What follows belongs to an exercise in optimizing a design on an open flow for small area and a short achievable clock period; a production flow would make more cautious choices. In this exercise RTL edits were held to simulation tests only and were not proved equivalent to the original. Power is estimated from default activity; no workload was simulated.

### design/flow/flow/run.sh
#!/bin/bash
# The standard layout (standard.sh, all steps), with three changes:
# - clock tree synthesis uses larger sink clusters (27 sinks, 75 um) and no
#   dummy loads, so the tree needs far fewer buffers;
# - the port buffers that placement inserts on every input and output are
#   buf_2 cells rather than the delay cells it picks by default;
# - the pins of READ, WRITE, RESET_N and BUSYWAIT are placed as one group
#   (flow/io.tcl), as BUSYWAIT depends on the other three combinationally.
# The make output goes to standard.log here; each step's own log is under
# orfs/logs/.
set -euo pipefail
here=$(cd "$(dirname "${BASH_SOURCE[0]}")/.." && pwd)
cd "$here"
export CTS_ARGS="-sink_clustering_enable -repair_clock_nets -dont_use_dummy_load -sink_clustering_size 27 -sink_clustering_max_diameter 75"
export BUFFER_PORTS_ARGS="-buffer_cell sky130_fd_sc_hd__buf_2"
export IO_CONSTRAINTS="$here/flow/io.tcl"
bash ./standard.sh > "$here/standard.log" 2>&1
### design/flow/flow/io.tcl
# Keep the request inputs, the reset and BUSYWAIT next to each other on the
# die edge: BUSYWAIT depends on them combinationally.
set_io_pin_constraint -pin_names {READ WRITE RESET_N BUSYWAIT} -group -order
### design/flow/standard.sh
#!/bin/bash
# synth_recipe.tcl (not shown) runs the flow's synth.tcl, then flattens the netlist and writes it again
# the make line also repeats each setting of config.mk as NAME=value (left out here)
make -C /OpenROAD-flow-scripts/flow DESIGN_CONFIG=/design/flow/config.mk WORK_HOME=/design/flow/orfs CLKGATE_MAP_FILE= SYNTH_SCRIPT=/design/flow/synth_recipe.tcl "${@:-finish}"
### design/flow/config.mk
export PLATFORM = sky130hd
export DESIGN_NAME = block_data_memory
export DESIGN_NICKNAME = block_data_memory
export VERILOG_FILES = /design/flow/design.v
export SDC_FILE = /design/flow/constraint.sdc
export NUM_CORES = 4
export LEC_CHECK = 0
export CAP_MARGIN = 20
export CORE_MARGIN = 2
export CORE_UTILIZATION = 70
export SETUP_SLACK_MARGIN = 2.9
export SLEW_MARGIN = 20
export SYNTH_HIERARCHICAL = 1
### design/flow/constraint.sdc
create_clock -name core_clock -period 5.5 [get_ports {CLOCK}]
set_input_delay 1.1000 -clock core_clock [delete_from_list [all_inputs] [get_ports {CLOCK}]]
set_output_delay 1.1000 -clock core_clock [all_outputs]
set_load 0.01 [all_outputs]
### design/flow/design.v
module block_data_memory #(
    parameter int LATENCY    = 5,
    parameter int ADDR_WIDTH = 6,
    parameter int DATA_WIDTH = 32
) (
    input  logic                  CLOCK,
    input  logic                  RESET_N,
    input  logic                  READ,
    input  logic                  WRITE,
    input  logic [ADDR_WIDTH-1:0] ADDRESS,
    input  logic [DATA_WIDTH-1:0] WRITEDATA,
    output logic [DATA_WIDTH-1:0] READDATA,
    output logic                  BUSYWAIT
);
    localparam int RB   = 2;                       
    localparam int RL   = 1 << RB;                 
    localparam int NR   = 1 << (ADDR_WIDTH - RB);  
    localparam int NGRP = NR / 3;                  
    logic                       idle_n;       
    logic                       busy_n;       
    logic [LATENCY-1:0]         acc;          
    logic                       start;        
    logic                       fire;         
    logic [RB-1:0]              req_addr;     
    logic [DATA_WIDTH-1:0]      xfer;         
    logic [DATA_WIDTH-1:0]      xfer_in;
    logic                       req_write;    
    logic                       cleared;      
    logic                       clr;          
    logic [DATA_WIDTH-1:0]      wbus;         
    logic [RB-1:0]              rot;          
    logic [RB-1:0]              pos_next;     
    logic                       at_port;      
    logic                       entering;     
    logic [ADDR_WIDTH-RB-1:0]   req_ring;     
    logic [NR-1:0]              ring_sel;     
    logic [NR-1:0]              wr_word;      
    logic [NR-1:0]              wr_ring;      
    logic                       rd_take;      
    logic [DATA_WIDTH-1:0]      ring [NR][RL];
    logic [DATA_WIDTH-1:0]      rd_word;
    assign start = ~idle_n & (READ | WRITE);
    assign fire  = acc[LATENCY-1];
    always_ff @(posedge CLOCK or negedge RESET_N) begin
        if (!RESET_N) begin
            idle_n <= 1'b0;
            busy_n <= 1'b1;
            acc    <= '0;
            rot    <= '0;
            cleared <= 1'b0;
        end else begin
            idle_n <= ~((~idle_n & ~(READ | WRITE)) | (busy_n & idle_n));
            busy_n <= ~(start | (~busy_n & ~fire));
            acc    <= {acc[LATENCY-2:0], start};
            rot    <= rot + 1'b1;
            cleared <= cleared | (rot == '1);
        end
    end
    always_ff @(posedge CLOCK) begin
        if (start) begin
            req_addr  <= ADDRESS[RB-1:0];
            req_ring  <= ADDRESS[ADDR_WIDTH-1:RB];
        end
    end
    always_ff @(posedge CLOCK or negedge RESET_N) begin
        if (!RESET_N) begin
            req_write <= 1'b0;
        end else if (start) begin
            req_write <= WRITE;
        end
    end
    assign clr  = ~cleared;
    for (genvar b = 0; b < DATA_WIDTH; b++) begin : g_wbus
        bdm_and2 u_and (.a(xfer[b]), .b(cleared), .y(wbus[b]));
    end
    assign pos_next = (start ? ADDRESS[RB-1:0] : req_addr) + rot + 1'b1;
    always_ff @(posedge CLOCK) begin
        at_port  <= (pos_next == '0);
        entering <= (pos_next == '1);
    end
    assign rd_take = ~busy_n & ~req_write & at_port;
    always_comb begin
        for (int r = 0; r < NR; r++) begin
            ring_sel[r] = (req_ring == (ADDR_WIDTH-RB)'(r));
            wr_word[r]  = req_write & entering & ring_sel[r];
        end
    end
    for (genvar r = 0; r < NR; r++) begin : g_wr
        bdm_xor2 u_xor (.a(clr), .b(wr_word[r]), .y(wr_ring[r]));
    end
    logic [DATA_WIDTH-1:0] ring_in [NR];
    for (genvar r = 0; r < NR; r++) begin : g_port
        logic keep;
        assign keep = ~wr_ring[r];
        for (genvar b = 0; b < DATA_WIDTH; b++) begin : g_bit
            bdm_ao22 u_ao (.a1(ring[r][RL-1][b]), .a2(keep), .b1(wbus[b]), .b2(wr_ring[r]), .y(ring_in[r][b]));
        end
    end
    always_ff @(posedge CLOCK) begin
        for (int r = 0; r < NR; r++) begin
            ring[r][0] <= ring_in[r];
            for (int k = 1; k < RL; k++) begin
                ring[r][k] <= ring[r][k-1];
            end
        end
    end
    for (genvar b = 0; b < DATA_WIDTH; b++) begin : g_bit
        logic [NGRP:0] grp_n;            
        logic [1:0]    l1;
        for (genvar g = 0; g < NGRP; g++) begin : g_grp
            bdm_aoi222 u_aoi (
                .s0(ring_sel[3*g]),   .d0(ring[3*g][0][b]),
                .s1(ring_sel[3*g+1]), .d1(ring[3*g+1][0][b]),
                .s2(ring_sel[3*g+2]), .d2(ring[3*g+2][0][b]),
                .y_n(grp_n[g])
            );
        end
        bdm_nand2 u_last (.a(ring_sel[NR-1]), .b(ring[NR-1][0][b]), .y_n(grp_n[NGRP]));
        bdm_nand3 u_l1_0 (.a(grp_n[0]), .b(grp_n[1]), .c(grp_n[2]), .y_n(l1[0]));
        bdm_nand3 u_l1_1 (.a(grp_n[3]), .b(grp_n[4]), .c(grp_n[5]), .y_n(l1[1]));
        assign rd_word[b] = l1[0] | l1[1];
    end
    for (genvar b = 0; b < DATA_WIDTH; b++) begin : g_xfer
        bdm_ao22 u_ao (.a1(WRITEDATA[b]), .a2(start), .b1(rd_word[b]), .b2(~start), .y(xfer_in[b]));
    end
    always_ff @(posedge CLOCK) begin
        if ((start && WRITE) || rd_take) begin
            xfer <= xfer_in;
        end
    end
    always_ff @(posedge CLOCK or negedge RESET_N) begin
        if (!RESET_N) begin
            READDATA <= '0;
        end else if (fire && !req_write) begin
            READDATA <= xfer;
        end
    end
    logic bw_req_n;
    bdm_o21ai u_bw_req (.a1(READ),   .a2(WRITE),    .b1(RESET_N), .y_n(bw_req_n));
    bdm_o21ai u_bw_out (.a1(idle_n), .a2(bw_req_n), .b1(busy_n),  .y_n(BUSYWAIT));
endmodule
module bdm_aoi222 (
    input  logic s0, d0, s1, d1, s2, d2,
    output logic y_n
);
    assign y_n = ~((s0 & d0) | (s1 & d1) | (s2 & d2));
endmodule
module bdm_nand2 (
    input  logic a, b,
    output logic y_n
);
    assign y_n = ~(a & b);
endmodule
module bdm_nand3 (
    input  logic a, b, c,
    output logic y_n
);
    assign y_n = ~(a & b & c);
endmodule
module bdm_ao22 (
    input  logic a1, a2, b1, b2,
    output logic y
);
    assign y = (a1 & a2) | (b1 & b2);
endmodule
module bdm_xor2 (
    input  logic a, b,
    output logic y
);
    assign y = a ^ b;
endmodule
module bdm_and2 (
    input  logic a, b,
    output logic y
);
    assign y = a & b;
endmodule
module bdm_o21ai (
    input  logic a1, a2, b1,
    output logic y_n
);
    assign y_n = ~((a1 | a2) & b1);
endmodule
==> results of run 1 <==
## final cells by class
| type | count | area [µm²] |
|---|---|---|
| Clock buffer | 88 | 2200 |
| Fill cell | 4109 | 15400 |
| Inverter | 22 | 108 |
| Multi-Input combinational cell | 985 | 8740 |
| Sequential cell | 2131 | 43200 |
| Tap cell | 959 | 1200 |
| Timing Repair Buffer | 199 | 1920 |
| Timing Repair inverter | 2 | 15.0 |
## timing repair
| action | 4_1_cts | 5_1_grt |
|---|---|---|
| cloned | 8 | 7 |
| gates resized for setup | 99 | 52 |
| hold endpoints to repair | 0 | 0 |
| setup endpoints to repair | 490 | 457 |
| setup buffers | 34 | 36 |
| pin swaps | 66 | 69 |
## worst max path at each step
stage / startpoint / depth (start not counted) / end / slack, ns
detailed placement: cleared / 6 / ring[0][28] / 2.08
floorplan: cleared / 4 / ring[48][0] / 2.40
global placement: cleared / 6 / ring[0][15] / 2.19
global route: req_ring[0] / 9 / xfer[23] / 2.67
CTS: req_ring[1] / 9 / ring[24][27] / 2.76
finish: req_ring[0] / 9 / xfer[23] / 2.71
## routing by layer
layer / track usage / part of all wire
met3: 0.0467 / 0.069
met1: 0.457 / 0.44
met4: 0.113 / 0.035
met2: 0.488 / 0.46
met5: 0 / 0
## synth_stat cells, drive strengths merged (2+ instances only)
library cell / count / area [µm²]
o21ai: 4 / 20.0
nand2: 40 / 150
xor2: 17 / 149
dfrtp: 42 / 1050
a222oi: 160 / 1600
buf: 4 / 38.8
mux2: 34 / 390
dfxtp: 2052 / 41100
ha: 2 / 25.0
nor3: 4 / 20.0
edfxtp: 36 / 1080
and2: 32 / 200
nand3: 65 / 325
clkbuf: 5 / 18.8
a22o: 544 / 4760
inv: 22 / 82.6
nor2: 34 / 128
nand2b: 4 / 25.0
mux2i: 2 / 20.0
or2: 34 / 213
nand4b: 2 / 17.5
## state kept, by name, indices dropped and copies added, names as in the netlist, 2 cells and up
signal and cells:
READDATA 32, acc 5, req_addr 2, req_ring 4, ring 2048, rot 2
xfer 32
## per-stage QoR
stage               setup WS [ns]  std cells  hold WS [ns]
detailed placement           2.08       4212         0.312
CTS                          2.76       4342         0.296
global route                 2.67       4386         0.312
global placement             2.19       4212         0.310
floorplan                    2.40       3144         0.310
finish                       2.71       4386         0.301
## power by group through the flow
stage / Clock, mW / Combinational, mW / Sequential (mW)
floorplan: 0 / 1.72 / 19.8
global placement: 0 / 2.77 / 20.1
detailed placement: 0 / 2.84 / 20.3
CTS: 7.22 / 3.06 / 20.0
global route: 7.75 / 3.41 / 20.3
finish: 7.20 / 3.28 / 20.0
## logic make-up (layout without fill, tap and decap cells)
kind of cell,Yosys count,after routing,synth area share
buffers and inverters,31,311,0.00272
multiplexers,36,36,0.00797
flip-flops,2131,2131,0.840
adder cells (fa/ha/maj),2,2,0.000486
AO/OA/AOI/OAI,709,709,0.124
XOR/XNOR,18,18,0.00306
AND/OR/NAND/NOR,217,220,0.0212
## modules after synthesis, one instance, submodules excluded
| module | cells | flops+latches |
|---|---|---|
| bdm_nand3 | 1 | 0 |
| bdm_and2 | 1 | 0 |
| block_data_memory | 2294 | 2131 |
| bdm_aoi222 | 1 | 0 |
| bdm_o21ai | 1 | 0 |
| bdm_ao22 | 1 | 0 |
| bdm_xor2 | 1 | 0 |
| bdm_nand2 | 1 | 0 |
## worst max-delay path, delay by kind of cell (launching register included)
kind | cells | cell delay, ns
AO/OA/AOI/OAI | 2 | 0.57
flip-flops | 1 | 0.56
buffers and inverters | 3 | 0.44
AND/OR/NAND/NOR | 4 | 0.97
==> reports/summary.txt, run 1 <==
Number of diodes: 0
Vias: 27200
Global-route usage over all layers: 0.315
Worst IR drop on VDD: 0.000439 V
Internal power: 23.0 mW
Most frequent cells in the layout: dfxtp_1, a22o_1, a222oi_1
Sw frac: 0.246
Fraction of registers with async set/reset: 0.0202
Clock buffer count from CTS: 88
First-pass GRT wire length: 175000 µm
Sequential share of power: 0.657
DRT Pass-1 Iters: 6
RR Startpoint: req_ring[0]
Core Area: 72800 µm²
Crit share post-route: 0.507
Crit path max fanout: 8
Nets: 3473
Std-Cell Rows: 99
Number of global-route vias before repair: 27300
Pin count of the biggest net entering global routing: 37
Clock power frac: 0.236
CP Cell Sequence: nand2b_4 > nor2_4 > buf_12 > buf_16 > buf_4 > a222oi_1 > nand3_1 > or2_4 > a22o_1
Die area: 75700 µm²
WL/cell: 28.0 µm
Final wirelength: 123000 µm
DRT antenna net count: 0
Synth Net Count: 3188
RSZ-0062 raised after global routing: yes
Leakage: 22.8 nW
Final setup TNS: 0 ns
IO buf count: 74
Commonest non-fill, non-tap cell in the layout: dfxtp_1
Detailed Route Iter0 Violations: 3148
Io pins: 75
Antenna violations before repair: 1
Fraction of layout cells with a size suffix above 1: 0.124
R2R cell count: 9
Max Slew Vio Count: 0
DRC violations left: 0
Min-delay worst type: flip-flop to flip-flop
Critical path's slowest cell: edfxtp_1
CTS Hold Buffers Added: 0
Root Buffer: clkbuf_16
Die height: 275 µm
Area Growth Syn to Fin: 11.6%
Post-Layout Inst Area: 57400 µm²
Setup CP Type: flip-flop to flip-flop
Worst-margin pin slew: 1.18 ns
Clk latency of the worst-skew pair: 0.68 ns
Fmax: 358 MHz
Final Hold Fails: 0
GPL Wtd Cong: 0.826
H-tree depth: 3
Top_reg_cell synth: dfxtp_1
Total grt overflow: 0
Cells after synthesis: 3144
Mapped Area: 51500 µm²
CP arrival: 3.20 ns
Kind of end point of the critical path: flip-flop
Status: complete, no violations
Die W: 275 µm
Initial Utilization: 0.707
Total power: 30.5 mW
Post-route clock skew: 0.0410 ns
Distinct cells, synth: 30
EDFF count, synth: 36
PwrDens: 531 nW/µm²
Min Tclk post-route: 2.79 ns
Reg2reg setup slack: 2.71 ns
Sink Count: 2131
MaxCap Viol Count: 0
Combinational Power Share: 0.107
Detail Placement HPWL: 66000 µm
Slew headroom: 0.215
WHS Path Cells: 0
Average size of a mapped cell: 16.4 µm²
CTS tree: done
Sequential fraction of the synthesis area: 0.840
Clock-pin slew on the worst setup and hold paths: 0.10 ns
Cell Area, Placed: 53800 µm²
Hold Startpoint: ring[38][3]
Core Util, Final: 0.788
Synth Warn #: 10
DR vias/cell: 6.19
Max Root-Sink Buffers: 3
Hold EP: ring[39][3]
Sw Pwr: 7.50 mW
Setup crit start kind: flip-flop
Critical Path RT: 5.91 ns
Reg2reg end: xfer[23]
Synthesized flop and latch total: 2131
Max incr delay on CP: 0.56 ns
Setup violators final: 0
==> inputs of run 2 (changes only) <==
--- a/design/flow/design.v
+++ b/design/flow/design.v
@@ -23,6 +23,5 @@
     logic                       fire;         
     logic [RB-1:0]              req_addr;     
-    logic [DATA_WIDTH-1:0]      xfer;         
-    logic [DATA_WIDTH-1:0]      xfer_in;
+    logic [DATA_WIDTH-1:0]      req_data;
     logic                       req_write;    
     logic                       cleared;      
@@ -33,5 +32,4 @@
     logic                       at_port;      
     logic                       entering;     
-    logic [ADDR_WIDTH-RB-1:0]   req_ring;     
     logic [NR-1:0]              ring_sel;     
     logic [NR-1:0]              wr_word;      
@@ -40,4 +38,5 @@
     logic [DATA_WIDTH-1:0]      ring [NR][RL];
     logic [DATA_WIDTH-1:0]      rd_word;
+    logic [DATA_WIDTH-1:0]      rd_hold;
     assign start = ~idle_n & (READ | WRITE);
     assign fire  = acc[LATENCY-1];
@@ -60,5 +59,6 @@
         if (start) begin
             req_addr  <= ADDRESS[RB-1:0];
-            req_ring  <= ADDRESS[ADDR_WIDTH-1:RB];
+            for (int r = 0; r < NR; r++) ring_sel[r] <= (ADDRESS[ADDR_WIDTH-1:RB] == (ADDR_WIDTH-RB)'(r));
+            req_data  <= WRITEDATA;
         end
     end
@@ -72,5 +72,5 @@
     assign clr  = ~cleared;
     for (genvar b = 0; b < DATA_WIDTH; b++) begin : g_wbus
-        bdm_and2 u_and (.a(xfer[b]), .b(cleared), .y(wbus[b]));
+        bdm_and2 u_and (.a(req_data[b]), .b(cleared), .y(wbus[b]));
     end
     assign pos_next = (start ? ADDRESS[RB-1:0] : req_addr) + rot + 1'b1;
@@ -79,8 +79,7 @@
         entering <= (pos_next == '1);
     end
-    assign rd_take = ~busy_n & ~req_write & at_port;
+    assign rd_take = ~busy_n & at_port;
     always_comb begin
         for (int r = 0; r < NR; r++) begin
-            ring_sel[r] = (req_ring == (ADDR_WIDTH-RB)'(r));
             wr_word[r]  = req_write & entering & ring_sel[r];
         end
@@ -121,10 +120,7 @@
         assign rd_word[b] = l1[0] | l1[1];
     end
-    for (genvar b = 0; b < DATA_WIDTH; b++) begin : g_xfer
-        bdm_ao22 u_ao (.a1(WRITEDATA[b]), .a2(start), .b1(rd_word[b]), .b2(~start), .y(xfer_in[b]));
-    end
     always_ff @(posedge CLOCK) begin
-        if ((start && WRITE) || rd_take) begin
-            xfer <= xfer_in;
+        if (rd_take) begin
+            rd_hold <= rd_word;
         end
     end
@@ -133,5 +129,5 @@
             READDATA <= '0;
         end else if (fire && !req_write) begin
-            READDATA <= xfer;
+            READDATA <= rd_hold;
         end
     end
==> design/flow/flow/run.sh (replaced) <==
#!/bin/bash
# The standard layout (standard.sh, all steps), with two changes:
# - clock tree synthesis uses larger sink clusters (27 sinks, 75 um) and no
#   dummy loads, so the tree needs far fewer buffers;
# - the port buffers that placement inserts on every input and output are
#   buf_2 cells rather than the delay cells it picks by default.
# The make output goes to standard.log here; each step's own log is under
# orfs/logs/.
set -euo pipefail
here=$(cd "$(dirname "${BASH_SOURCE[0]}")/.." && pwd)
cd "$here"
export CTS_ARGS="-sink_clustering_enable -repair_clock_nets -dont_use_dummy_load -sink_clustering_size 27 -sink_clustering_max_diameter 75"
export BUFFER_PORTS_ARGS="-buffer_cell sky130_fd_sc_hd__buf_2"
bash ./standard.sh > "$here/standard.log" 2>&1
removed: design/flow/flow/io.tcl
==> run 2 against run 1 <==
Still clean. Core utilization shrank 1.5 points. Sequential power increased by 21%. Worst setup slack better by 0.12 ns. Largest power group unchanged.
==> reports/summary.txt, run 2 <==
Largest area contributor in the netlist: dfxtp_1
EDFF count, synth: 80
DRC violations left: 0
Detail Placement HPWL: 65900 µm
Pin count of the biggest net entering global routing: 51
Min Tclk post-route: 2.67 ns
Clock buffer count from CTS: 90
Top post-synthesis cells by area: dfxtp_1, a22o_1, edfxtp_1, a222oi_1, dfrtp_1
Synth top cells by count: dfxtp_1, a22o_1, a222oi_1, edfxtp_1, nand3_1
RR Startpoint: ring_sel[8]
Die height: 278 µm
Area Growth Syn to Fin: 9.44%
Synth Warn #: 10
Top_reg_cell synth: dfxtp_1
Sink Count: 2175
Leakage: 23.1 nW
Cells after synthesis: 3142
Dpl cells: 4229
Clock power frac: 0.193
Post-route clock skew: 0.0352 ns
Fillers: 4365
Largest register by flop count: ring
Critical Path Start: RESET_N
Fraction of registers with async set/reset: 0.0198
Global-route usage over all layers: 0.306
DRT antenna net count: 0
Most common cell in the netlist: dfxtp_1
Synth top area share: 0.782
Number of global-route vias before repair: 27300
GR Layer Usage met1: 0.440
Setup CP Type: primary input to output pin
Core Util, Final: 0.773
Combinational Power Share: 0.164
Crit path max fanout: 2
H-tree depth: 3
Slew headroom: 0.193
Max reg flops: 2048
Distinct cells, synth: 29
Die W: 278 µm
Worst-margin pin slew: 1.21 ns
Initial Utilization: 0.706
Cell Area, Placed: 54700 µm²
Detailed Route Iter0 Violations: 2953
IO buf count: 74
Core Area: 74300 µm²
Setup violators final: 0
Synth Net Count: 3186
WL/cell: 27.3 µm
Commonest non-fill, non-tap cell in the layout: dfxtp_1
CP arrival: 1.57 ns
Final setup TNS: 0 ns
Clk latency of the worst-skew pair: 0.67 ns
Nets: 3423
GPL Wtd Cong: 0.785
Fmax: 375 MHz
Crit share post-route: 0.485
Post-Layout Inst Area: 57500 µm²
Sw Pwr: 9.98 mW
Synthesized flop and latch total: 2175
DRT Pass-1 Iters: 6
Internal power: 27.9 mW
Most frequent cells in the layout: dfxtp_1, a22o_1, a222oi_1
Met3 Usage GRT: 0.0619
Status: complete, no violations
Met2 Usage GRT: 0.476
Antenna violations before repair: 7
Sw frac: 0.264
Hold Startpoint: ring[34][7]
Mapped Area: 52500 µm²
Max Slew Vio Count: 0
DR vias/cell: 6.08
Critical Path RT: 4.40 ns
Final wirelength: 119000 µm
Worst IR drop on VDD: 0.000378 V
First-pass GRT wire length: 176000 µm
Io pins: 75
Kind of end point of the critical path: output pin
MaxCap Viol Count: 0
CTS Hold Buffers Added: 0
Sequential fraction of the synthesis area: 0.849
Max Root-Sink Buffers: 3
Total grt overflow: 0
Final std cells w/o fill: 4348
Vias: 26400
Final Hold Fails: 0
Min-delay worst type: flip-flop to flip-flop
RSZ-0062 raised after global routing: yes
Fraction of layout cells with a size suffix above 1: 0.101
GRT busiest layer: met2
Std-Cell Rows: 100
Sequential share of power: 0.643
Reg2reg setup slack: 2.91 ns
Average size of a mapped cell: 16.7 µm²
Clock-pin slew on the worst setup and hold paths: 0.09 ns
Root Buffer: clkbuf_16
Die area: 77200 µm²
CTS tree: done
Setup crit start kind: primary input
PwrDens: 659 nW/µm²
run 2: changes by cell type in the layout (fill, tap and decap cells not counted), moves of 5 or more:
cell,previous run,this run
edfxtp_1,36,80
a22o_1,544,512
or2_4,31,0
or2_2,3,33
buf_4,73,52
buf_12,26,6
nor2_4,18,0
and3_1,0,16
nor2_2,8,0
nor3_1,0,6
clkbuf_16,95,90
run 2: cell type report:
cell class | instances | area (µm²) | share of cell area
timing repair inverter | 3 | 22.5 | 0.000392
clock buffer | 90 | 2250 | 0.0392
antenna | 2 | 5.00 | 0.0000871
inverter | 21 | 106 | 0.00185
multi-input combinational | 941 | 8160 | 0.142
timing repair buffer | 147 | 1130 | 0.0196
tap | 969 | 1210 | 0.0211
sequential | 2175 | 44600 | 0.776
run 2: cells by family (layout without fill, tap and decap cells):
kind of cell,count (synthesis),after routing,synth area share
flip-flops,2175,2175,0.849
other,0,2,0
AND/OR/NAND/NOR,207,207,0.0207
adder cells (fa/ha/maj),2,2,0.000477
AO/OA/AOI/OAI,676,676,0.117
multiplexers,37,37,0.00817
XOR/XNOR,18,19,0.00300
buffers and inverters,27,261,0.00238
run 2: power groups by stage:
| stage | Clock [mW] | Sequential (mW) | Combinational (mW) |
|---|---|---|---|
| floorplan | 0 | 23.9 | 3.58 |
| global placement | 0 | 24.3 | 5.74 |
| detailed placement | 0 | 24.5 | 5.93 |
| CTS | 7.39 | 24.3 | 6.11 |
| global route | 7.89 | 24.9 | 6.54 |
| finish | 7.33 | 24.3 | 6.21 |
run 2: stage by stage:
step	power [mW]	setup slack, ns	hold WS [ns]
2_1_floorplan	27.4	2.40	0.310
3_3_place_gp	30.0	1.50	0.310
3_5_place_dp	30.5	1.33	0.312
4_1_cts	37.8	2.83	0.303
5_1_grt	39.3	2.82	0.300
6_report	37.9	2.83	0.297
run 2: final timing paths:
check	end	cells past startpoint
worst max-delay path	BUSYWAIT	5
worst min-delay path	ring[35][7]	0
worst max register to register	rd_hold[27]	4
worst min register to register	ring[35][7]	0
max in group asynchronous	READDATA[22]	3
min in group asynchronous	READDATA[2]	3
run 2: modules after synthesis, one instance, submodules excluded:
module             flops+latches  cells inside  times used  cell area, µm²
bdm_nand2                      0             1          32            3.75
bdm_xor2                       0             1          16            8.76
bdm_aoi222                     0             1         160            10.0
bdm_and2                       0             1          32            6.26
bdm_ao22                       0             1         512            8.76
block_data_memory           2175          2324           1           45600
bdm_nand3                      0             1          64            5.00
bdm_o21ai                      0             1           2            5.00
run 2: metal layers:
metal  up-vias  wire length, µm  share of wire
met3       209             8870          0.075
met4         2             3680          0.031
met2       930            53700           0.45
met5         -               13        0.00011
li1      11800                -              -
met1     13500            52600           0.44
run 2: critical path: stages:
cell and delay [ns]:
buf_12 0.10, buf_12 0.11, o21ai_4 0.05, o21ai_1 0.06, buf_2 0.14
run 2: repair_timing:
| action | 4_1_cts | 5_1_grt |
|---|---|---|
| endpoints found under the setup margin | 520 | 288 |
| gates resized for setup | 33 | 16 |
| setup buffers | 20 | 1 |
| pin swaps | 3 | 1 |
| cloned | 6 | 0 |
==> inputs of run 3 (changes only) <==
--- a/design/flow/design.v
+++ b/design/flow/design.v
@@ -125,11 +125,19 @@
         end
     end
+    logic [DATA_WIDTH-1:0] rd_q;
+    logic                  rd_valid;
+    always_ff @(posedge CLOCK) begin
+        if (fire && !req_write) begin
+            rd_q <= rd_hold;
+        end
+    end
     always_ff @(posedge CLOCK or negedge RESET_N) begin
         if (!RESET_N) begin
-            READDATA <= '0;
+            rd_valid <= 1'b0;
         end else if (fire && !req_write) begin
-            READDATA <= rd_hold;
+            rd_valid <= 1'b1;
         end
     end
+    assign READDATA = rd_q & {DATA_WIDTH{rd_valid}};
     logic bw_req_n;
     bdm_o21ai u_bw_req (.a1(READ),   .a2(WRITE),    .b1(RESET_N), .y_n(bw_req_n));
==> run 3 against run 2 <==
Core utilization barely moved. Largest power group unchanged. Synthesized cell count barely moved. Sequential power barely moved.
==> reports/summary.txt, run 3 <==
Leakage: 23.0 nW
CP arrival: 1.59 ns
Die area: 77200 µm²
Core Area: 74300 µm²
Worst-margin pin slew: 1.15 ns
Kind of end point of the critical path: output pin
Post-Layout Inst Area: 57400 µm²
Pin count of the biggest net entering global routing: 41
Synth top area share: 0.783
Fraction of layout cells with a size suffix above 1: 0.0932
Internal power: 27.8 mW
Slack of the critical path: 2.81 ns
CTS tree: done
CP bufs+invs: 2
Highest metal used: met5
CP delay by family, top: flip-flops
Clock buffer count from CTS: 90
Most frequent cells in the layout: dfxtp_1, a22o_1, a222oi_1
Met3 routed WL: 9310 µm
Min-delay worst type: flip-flop to flip-flop
Worst IR drop on VDD: 0.000441 V
DRT Pass-1 Iters: 6
Sink Count: 2176
Global-route usage over all layers: 0.310
Io pins: 75
Area Growth Syn to Fin: 9.42%
Detailed Route Iter0 Violations: 2925
MaxCap Viol Count: 0
PwrDens: 655 nW/µm²
Clk latency of the worst-skew pair: 0.68 ns
Clock power frac: 0.195
CP Cell Sequence: buf_12 > and2_1 > buf_2
Critical Path RT: 4.40 ns
Setup crit start kind: flip-flop
Distinct cells, synth: 27
EDFF count, synth: 112
Die W: 278 µm
Antenna violations before repair: 6
Setup CP Type: flip-flop to output pin
Max reg flops: 2048
Average size of a mapped cell: 16.7 µm²
Combinational Power Share: 0.159
Largest register by flop count: ring
WL/cell: 27.5 µm
Max Slew Vio Count: 0
Most common cell in the netlist: dfxtp_1
Setup WS pre-CTS: 1.57 ns
Top_reg_cell synth: dfxtp_1
Wire length on met1: 52700 µm
GPL Wtd Cong: 0.818
Nets: 3427
Number of global-route vias before repair: 27100
Commonest non-fill, non-tap cell in the layout: dfxtp_1
Sequential share of power: 0.646
Sw Pwr: 9.88 mW
Max incr delay on CP: 0.45 ns
H-tree depth: 3
Max Root-Sink Buffers: 3
First-pass GRT wire length: 176000 µm
Crit path max fanout: 24
Fillers: 4385
Crit share post-route: 0.488
Final setup TNS: 0 ns
Status: complete, no violations
RSZ-0062 raised after global routing: yes
Synth Net Count: 3187
Critical path's slowest cell: dfrtp_2
Root Buffer: clkbuf_16
WHS: 0.301 ns
DR vias/cell: 6.08
Total power: 37.6 mW
Clock-pin slew on the worst setup and hold paths: 0.10 ns
Sequential fraction of the synthesis area: 0.852
Initial Utilization: 0.706
Largest area contributor in the netlist: dfxtp_1
Cell Area, Placed: 54800 µm²
DRT antenna net count: 0
Top post-synthesis cells by area: dfxtp_1, a22o_1, edfxtp_1, a222oi_1, and2_1
DRC violations left: 0
IO buf count: 74
Synth Warn #: 10
Detail Placement HPWL: 65100 µm
Met2 WL: 53800 µm
Fmax: 372 MHz
Post-route clock skew: 0.0458 ns
Mapped Area: 52500 µm²
Std-Cell Rows: 100
Sw frac: 0.263
Synth top cells by count: dfxtp_1, a22o_1, a222oi_1, edfxtp_1
Setup violators final: 0
Cells after synthesis: 3143
Final Hold Fails: 0
Die height: 278 µm
Min Tclk post-route: 2.69 ns
Slew headroom: 0.236
Fraction of registers with async set/reset: 0.00551
Vias: 26500
Final wirelength: 120000 µm
Synthesized flop and latch total: 2176
Total grt overflow: 0
-- run 3: Yosys stat by module, one instance, submodules excluded, excerpt --
module             flip-flops and latches  copies in the design
bdm_ao22                                0                   512
bdm_nand2                               0                    32
bdm_nand3                               0                    64
bdm_xor2                                0                    16
block_data_memory                    2176                     1
bdm_and2                                0                    32
bdm_aoi222                              0                   160
-- run 3: final cells by class --
class                      instances  area (µm²)  area share
multi-input combinational        942        8000       0.139
timing repair buffer             148        1090      0.0190
inverter                          21         108     0.00187
clock buffer                      90        2250      0.0392
sequential                      2176       44800       0.779
antenna                            3        7.51    0.000131
timing repair inverter             4        27.5    0.000479
tap                              969        1210      0.0211
-- run 3: worst paths after layout --
path | from | end | slack (ns) | depth (start not counted)
min in group asynchronous | RESET_N | rot[0] | 0.33 | 2
worst max-delay path | rd_valid | READDATA[29] | 2.81 | 3
worst min-delay path | ring[41][31] | ring[42][31] | 0.30 | 0
worst min register to register | ring[41][31] | ring[42][31] | 0.30 | 0
worst max register to register | ring_sel[2] | rd_hold[17] | 2.84 | 4
max in group asynchronous | RESET_N | busy_n | 4.93 | 2
-- run 3: metal layers --
metal  vias up  global-route usage
met3       196              0.0646
li1      11800                   -
met2       953               0.476
met1     13500               0.444
met5         -                   0
met4         2               0.103
-- run 3: cell families after synthesis --
| family | Yosys count | share of synthesized area |
|---|---|---|
| AOI/OAI and AO/OA | 676 | 0.117 |
| xor gates and xnor gates | 18 | 0.00300 |
| adders and majority gates | 2 | 0.000477 |
| buffers and inverters | 26 | 0.00186 |
| DFF | 2176 | 0.852 |
| muxes | 5 | 0.00117 |
| and+or+nand+nor | 240 | 0.0246 |
-- run 3: timing repair --
item | CTS | global route
cloned | 5 | 0
endpoints found under the setup margin | 539 | 311
setup buffers | 18 | 3
hold buffers | 0 | 0
gates resized for setup | 41 | 8
pin swaps | 3 | 0
-- run 3: power by group through the flow --
stage	combinational, mW	sequential [mW]	clock (mW)
detailed placement	5.71	24.5	0
global route	6.30	24.8	7.93
global placement	5.54	24.3	0
finish	5.99	24.3	7.33
floorplan	3.47	23.8	0
CTS	5.87	24.3	7.38
-- run 3: worst register-to-register path, cell delays in order, from the launching register on --
cell and delay, ns:
edfxtp_1 0.58, buf_4 0.34, a222oi_1 0.66, nand3_1 0.40, or2_2 0.43
-- run 3: stage by stage --
| stage | util | cells |
|---|---|---|
| 2_1_floorplan | - | 3143 |
| 3_3_place_gp | 0.737 | 4232 |
| 3_5_place_dp | 0.737 | 4232 |
| 4_1_cts | 0.772 | 4345 |
| 5_1_grt | 0.773 | 4351 |
| 6_report | 0.773 | 4353 |

-- re-timing with driven ports --
How much do the figures lean on ideal ports? The routed layouts below were timed once more, with nothing changed but the port constraints. Step 1 (the two cells are an assumption about what drives the block):
set clk [get_ports {CLOCK}]
set_driving_cell -lib_cell sky130_fd_sc_hd__clkbuf_16 $clk
set_driving_cell -lib_cell sky130_fd_sc_hd__buf_2 [delete_from_list [all_inputs] $clk]
Step 2 times the ports against the registers' clock, not the clock port: input delays grow and output delays shrink by t, the midpoint of the rising clock arrivals with the driver on. Three values: ideal, step 1, step 2; two values: the first two.
run | t, ns | setup WS [ns] | worst setup path after step 2 | pins driven straight from the clock port
run 1 | 0.728 | 2.709 / 2.709 / 2.357 | input to register | 1
run 2 | 0.720 | 2.834 / 2.769 / 2.632 | input to register | 1
run 3 | 0.726 | 2.814 / 2.744 / 2.701 | input to register | 1
After both steps setup and hold are still met in every run listed. The setup slack of run 1, which loses most, moves by 0.000 ns with the drivers and by -0.352 ns with both steps.
